Background: an optimization exercise with open tools, aiming at small area. Do not read the settings as production practice. Where RTL was checked, it was by simulation tests only, not by an equivalence proof against the original. No activity file was given, so power comes from the tool's default toggle rates.

run A:
==> flow/design.v (excerpt) <==
module rs_encode_line_adapter #(
    parameter int DATA_W    = 64,
    parameter int RS_K_MAX  = 223,
    parameter int NUM_PAR   = 32,
    parameter int OUT_DEPTH = 4,
    localparam int DATA_BYTES = DATA_W / 8,
    localparam int CFG_W      = $clog2(RS_K_MAX + 1),
    localparam int PARITY_W   = 8 * NUM_PAR
) (
    input  logic                clk,
    input  logic                rst_n,
    input  logic [CFG_W-1:0]    cfg_k,
    input  logic                src_line_val,
    input  logic [DATA_W-1:0]   src_line,
    output logic                src_line_rdy,
    output logic                enc_start,
    output logic                enc_sym_val,
    output logic [7:0]          enc_sym,
    input  logic                enc_par_val,
    input  logic [7:0]          enc_par,
    output logic                dst_line_val,
    output logic [DATA_W-1:0]   dst_line,
    output logic [PARITY_W-1:0] dst_parity,
    output logic                dst_last,
    input  logic                dst_line_rdy,
    output logic                busy,
    output logic [1:0]          dbg_state
);
    localparam int BI_W  = $clog2(DATA_BYTES);
    localparam int PTR_W = $clog2(OUT_DEPTH);
    localparam int CNT_W = $clog2(OUT_DEPTH + 1);
    localparam int PC_W  = $clog2(NUM_PAR);
    localparam logic [CFG_W-1:0] K_MAX = CFG_W'(RS_K_MAX);
    localparam logic [1:0] IDLE = 2'd0, SER = 2'd1, WAIT_PAR = 2'd2;
    logic [1:0]            state, state_nxt;
    logic                  blk_active;
    logic                  first_byte;
    logic                  last_line;
    logic                  init_done;
    logic [BI_W-1:0]       byte_idx;
    logic [CFG_W-1:0]      rem;
    logic [PC_W-1:0]       par_cnt;
    logic [DATA_W-1:0]     mem_line [OUT_DEPTH];
    logic [PARITY_W-1:0]   mem_par  [OUT_DEPTH];
  ...
Size: roughly 2,900 cells after synthesis, ~1,300 flip-flops, roughly 420 I/O pins, ~0.049 mm2 of cells after synthesis.
==> module rs_encode_line_adapter, before the edit <==
module rs_encode_line_adapter #(
    parameter int DATA_W    = 64,
    parameter int RS_K_MAX  = 223,
    parameter int NUM_PAR   = 32,
    parameter int OUT_DEPTH = 4,
    localparam int DATA_BYTES = DATA_W / 8,
    localparam int CFG_W      = $clog2(RS_K_MAX + 1),
    localparam int PARITY_W   = 8 * NUM_PAR
) (
    input  logic                clk,
    input  logic                rst_n,
    input  logic [CFG_W-1:0]    cfg_k,
    input  logic                src_line_val,
    input  logic [DATA_W-1:0]   src_line,
    output logic                src_line_rdy,
    output logic                enc_start,
    output logic                enc_sym_val,
    output logic [7:0]          enc_sym,
    input  logic                enc_par_val,
    input  logic [7:0]          enc_par,
    output logic                dst_line_val,
    output logic [DATA_W-1:0]   dst_line,
    output logic [PARITY_W-1:0] dst_parity,
    output logic                dst_last,
    input  logic                dst_line_rdy,
    output logic                busy,
    output logic [1:0]          dbg_state
);
    localparam int BI_W  = $clog2(DATA_BYTES);
    localparam int PTR_W = $clog2(OUT_DEPTH);
    localparam int CNT_W = $clog2(OUT_DEPTH + 1);
    localparam int PC_W  = $clog2(NUM_PAR);
    localparam logic [CFG_W-1:0] K_MAX = CFG_W'(RS_K_MAX);
    localparam logic [1:0] IDLE = 2'd0, SER = 2'd1, WAIT_PAR = 2'd2;
    logic [1:0]            state, state_nxt;
    logic                  blk_active;
    logic                  first_byte;
    logic                  last_line;
    logic                  init_done;
    logic [BI_W-1:0]       byte_idx;
    logic [CFG_W-1:0]      rem;
    logic [PC_W-1:0]       par_cnt;
    logic [DATA_W-1:0]     mem_line [OUT_DEPTH];
    logic [PARITY_W-1:0]   mem_par  [OUT_DEPTH];
    logic [OUT_DEPTH-1:0]  mem_last;
    logic [PTR_W-1:0]      wr_ptr, ser_ptr;
    logic [OUT_DEPTH-1:0]  rd_oh;         
    logic [CNT_W-1:0]      count;
    logic [CFG_W-1:0]      k_new, rem_in;
    logic                  next_is_last, room, line_end, ser_done;
    logic                  par_hit, par_final, accept, push, pop;
    logic [DATA_W-1:0]     held_next;
    logic [DATA_W-1:0]     ser_line;
    always_comb begin
        state_nxt = state;
        k_new     = (cfg_k == '0 || cfg_k > K_MAX) ? K_MAX : cfg_k;
        case (state)
            IDLE:    rem_in = blk_active ? rem : k_new;
            SER:     rem_in = rem - 1'b1;
            default: rem_in = rem;
        endcase
        next_is_last = (32'(rem_in) <= DATA_BYTES);
        room = next_is_last ? (count < CNT_W'(OUT_DEPTH)) : (count < CNT_W'(OUT_DEPTH - 1));
        line_end  = (state == SER) && (byte_idx == BI_W'(DATA_BYTES - 1)) && !last_line;
        ser_done  = (state == SER) && last_line && (rem == CFG_W'(1));
        src_line_rdy = init_done && room && ((state == IDLE) || line_end);
        accept    = src_line_val && src_line_rdy;
        par_hit   = (state == WAIT_PAR) && enc_par_val;
        par_final = par_hit && (par_cnt == PC_W'(NUM_PAR - 1));
        held_next = src_line;
        case (state)
            IDLE:     if (accept) state_nxt = SER;
            SER:      if (ser_done) state_nxt = WAIT_PAR;
                      else if (line_end && !accept) state_nxt = IDLE;
            WAIT_PAR: if (par_final) state_nxt = IDLE;
            default:  state_nxt = IDLE;
        endcase
    end
    always_ff @(posedge clk or negedge rst_n) begin
        if (!rst_n) state <= IDLE;
        else        state <= state_nxt;
    end
    always_ff @(posedge clk or negedge rst_n) begin
        if (!rst_n) begin
            blk_active <= 1'b0;
            first_byte <= 1'b0;
            last_line  <= 1'b0;
            init_done  <= 1'b0;
            byte_idx   <= '0;
            rem        <= '0;
            par_cnt    <= '0;
        end else begin
            init_done <= 1'b1;
            if (state == SER) begin
                byte_idx   <= byte_idx + 1'b1;
                rem        <= rem - 1'b1;
                first_byte <= 1'b0;
            end
            if (accept) begin
                byte_idx   <= '0;
                rem        <= rem_in;
                last_line  <= next_is_last;
                first_byte <= !blk_active;
                blk_active <= 1'b1;
            end
            if (par_hit) par_cnt <= par_cnt + 1'b1;
            if (par_final) blk_active <= 1'b0;
        end
    end
    always_comb begin
        push = (accept && !next_is_last) || par_final;
        pop  = dst_line_val && dst_line_rdy;
    end
    always_ff @(posedge clk or negedge rst_n) begin
        if (!rst_n) begin
            rd_oh  <= OUT_DEPTH'(1);
            wr_ptr <= '0;
            count  <= '0;
        end else begin
            if (push) wr_ptr <= (wr_ptr == PTR_W'(OUT_DEPTH - 1)) ? '0 : wr_ptr + 1'b1;
            if (pop)  rd_oh  <= {rd_oh[OUT_DEPTH-2:0], rd_oh[OUT_DEPTH-1]};
            case ({push, pop})
                2'b10:   count <= count + 1'b1;
                2'b01:   count <= count - 1'b1;
                default: count <= count;
            endcase
        end
    end
    always_ff @(posedge clk) begin
        for (int i = 0; i < OUT_DEPTH; i++) begin
            if (accept && wr_ptr == PTR_W'(i)) begin
                mem_line[i] <= held_next;
                mem_last[i] <= next_is_last;
            end
            if (par_hit && wr_ptr == PTR_W'(i))
                mem_par[i] <= PARITY_W'({mem_par[i], enc_par});
        end
    end
    assign ser_ptr  = last_line ? wr_ptr : wr_ptr - 1'b1;
    assign ser_line = mem_line[ser_ptr];
    assign dst_line_val = (count != '0);
    always_comb begin
        dst_line   = '0;
        dst_parity = '0;
        dst_last   = 1'b0;
        for (int i = 0; i < OUT_DEPTH; i++) begin
            dst_line   = dst_line   | (mem_line[i] & {DATA_W{rd_oh[i]}});
            dst_parity = dst_parity | (mem_par[i]  & {PARITY_W{rd_oh[i]}});
            dst_last   = dst_last   | (mem_last[i] & rd_oh[i]);
        end
    end
    assign enc_sym_val  = (state == SER);
    assign enc_start    = (state == SER) && first_byte;
    assign enc_sym      = ser_line[DATA_W-1-8*byte_idx -: 8];
    assign busy         = blk_active;
    assign dbg_state    = state;
endmodule
clock: 6.0 ns
lec_check: 0
cap_margin: 20
core_margin: 2
core_utilization: 65
place_density: 0.75
slew_margin: 20
buffer_ports_args: -buffer_cell sky130_fd_sc_hd__buf_1
cts_args: -sink_clustering_enable -repair_clock_nets -buf_list sky130_fd_sc_hd__clkbuf_8 -sink_clustering_size 16 -sink_clustering_max_diameter 50 -dont_use_dummy_load
standard.sh (not shown) runs the stock make flow with config.mk's settings and CLKGATE_MAP_FILE= SYNTH_SCRIPT=/design/flow/synth_recipe.tcl, a recipe that flattens the netlist after the stock synthesis.
==> flow/flow/run.sh <==
#!/bin/bash
# Standard ORFS layout with smaller port buffers and a leaner clock tree.
set -e
cat >> config.mk <<'MK'
export BUFFER_PORTS_ARGS = -buffer_cell sky130_fd_sc_hd__buf_1
export CTS_ARGS = -sink_clustering_enable -repair_clock_nets -buf_list sky130_fd_sc_hd__clkbuf_8 -sink_clustering_size 16 -sink_clustering_max_diameter 50 -dont_use_dummy_load
MK
bash standard.sh > standard.log 2>&1
--- input diff run A..run B ---
-- flow/design.v --
<<< run A, line 84
        if (!rst_n) begin
            blk_active <= 1'b0;
            first_byte <= 1'b0;
            last_line  <= 1'b0;
            init_done  <= 1'b0;
            byte_idx   <= '0;
            rem        <= '0;
            par_cnt    <= '0;
        end else begin
            init_done <= 1'b1;
            if (state == SER) begin
                byte_idx   <= byte_idx + 1'b1;
                rem        <= rem - 1'b1;
                first_byte <= 1'b0;
            end
            if (accept) begin
                byte_idx   <= '0;
                rem        <= rem_in;
                last_line  <= next_is_last;
                first_byte <= !blk_active;
                blk_active <= 1'b1;
            end
            if (par_hit) par_cnt <= par_cnt + 1'b1;
            if (par_final) blk_active <= 1'b0;
        end
    end
>>> run B, line 84
        if (!rst_n) begin
            blk_active <= 1'b0;
            init_done  <= 1'b0;
            par_cnt    <= '0;
        end else begin
            init_done <= 1'b1;
            if (accept) blk_active <= 1'b1;
            if (par_hit) par_cnt <= par_cnt + 1'b1;
            if (par_final) blk_active <= 1'b0;
        end
    end
    always_ff @(posedge clk) begin
        if (state == SER) begin
            byte_idx   <= byte_idx + 1'b1;
            rem        <= rem - 1'b1;
            first_byte <= 1'b0;
        end
        if (accept) begin
            byte_idx   <= '0;
            rem        <= rem_in;
            last_line  <= next_is_last;
            first_byte <= !blk_active;
        end
    end
--- outcome ---
Run B finished every step from synthesis to the final layout, and the layout passed the timing, design-rule and antenna checks.
Run A → run B: pre-CTS setup slack lower, overall routed net length moved up.
Run B and run A ended up with nearly the same via count.
Run A → run B: power consumption fell by about 12%, peak supply drop moved down.
Only the layout flow was run in run B; the RTL was not checked for function there.

-- what the ideal ports hide --
No port has a modelled driver above. Below, the same layouts with a new extraction and two added sets of constraints.
Step 1 assumes that a clkbuf_16 drives the clock port and a buf_2 every other input.
Step 2 moves the port delays by t, midway between the first and last clock arrival at a register: inputs arrive t later, outputs are due t later. That takes back most of the time a late clock gives input paths.
Three values: ideal, step 1, step 2; two values: the first two.
run | t (ns) | setup slack, ns | latest minus earliest clock arrival (ns) | slew at the worst register clock pin (ns) | pins driven straight from the clock port
run A | 0.769 | 0.528 / 0.464 / 1.233 | 0.091 / 0.091 | 0.10 / 0.10 | 1
run B | 0.763 | 0.467 / 0.403 / 1.166 | 0.109 / 0.110 | 0.10 / 0.10 | 1
After both steps every run listed still meets setup and hold.
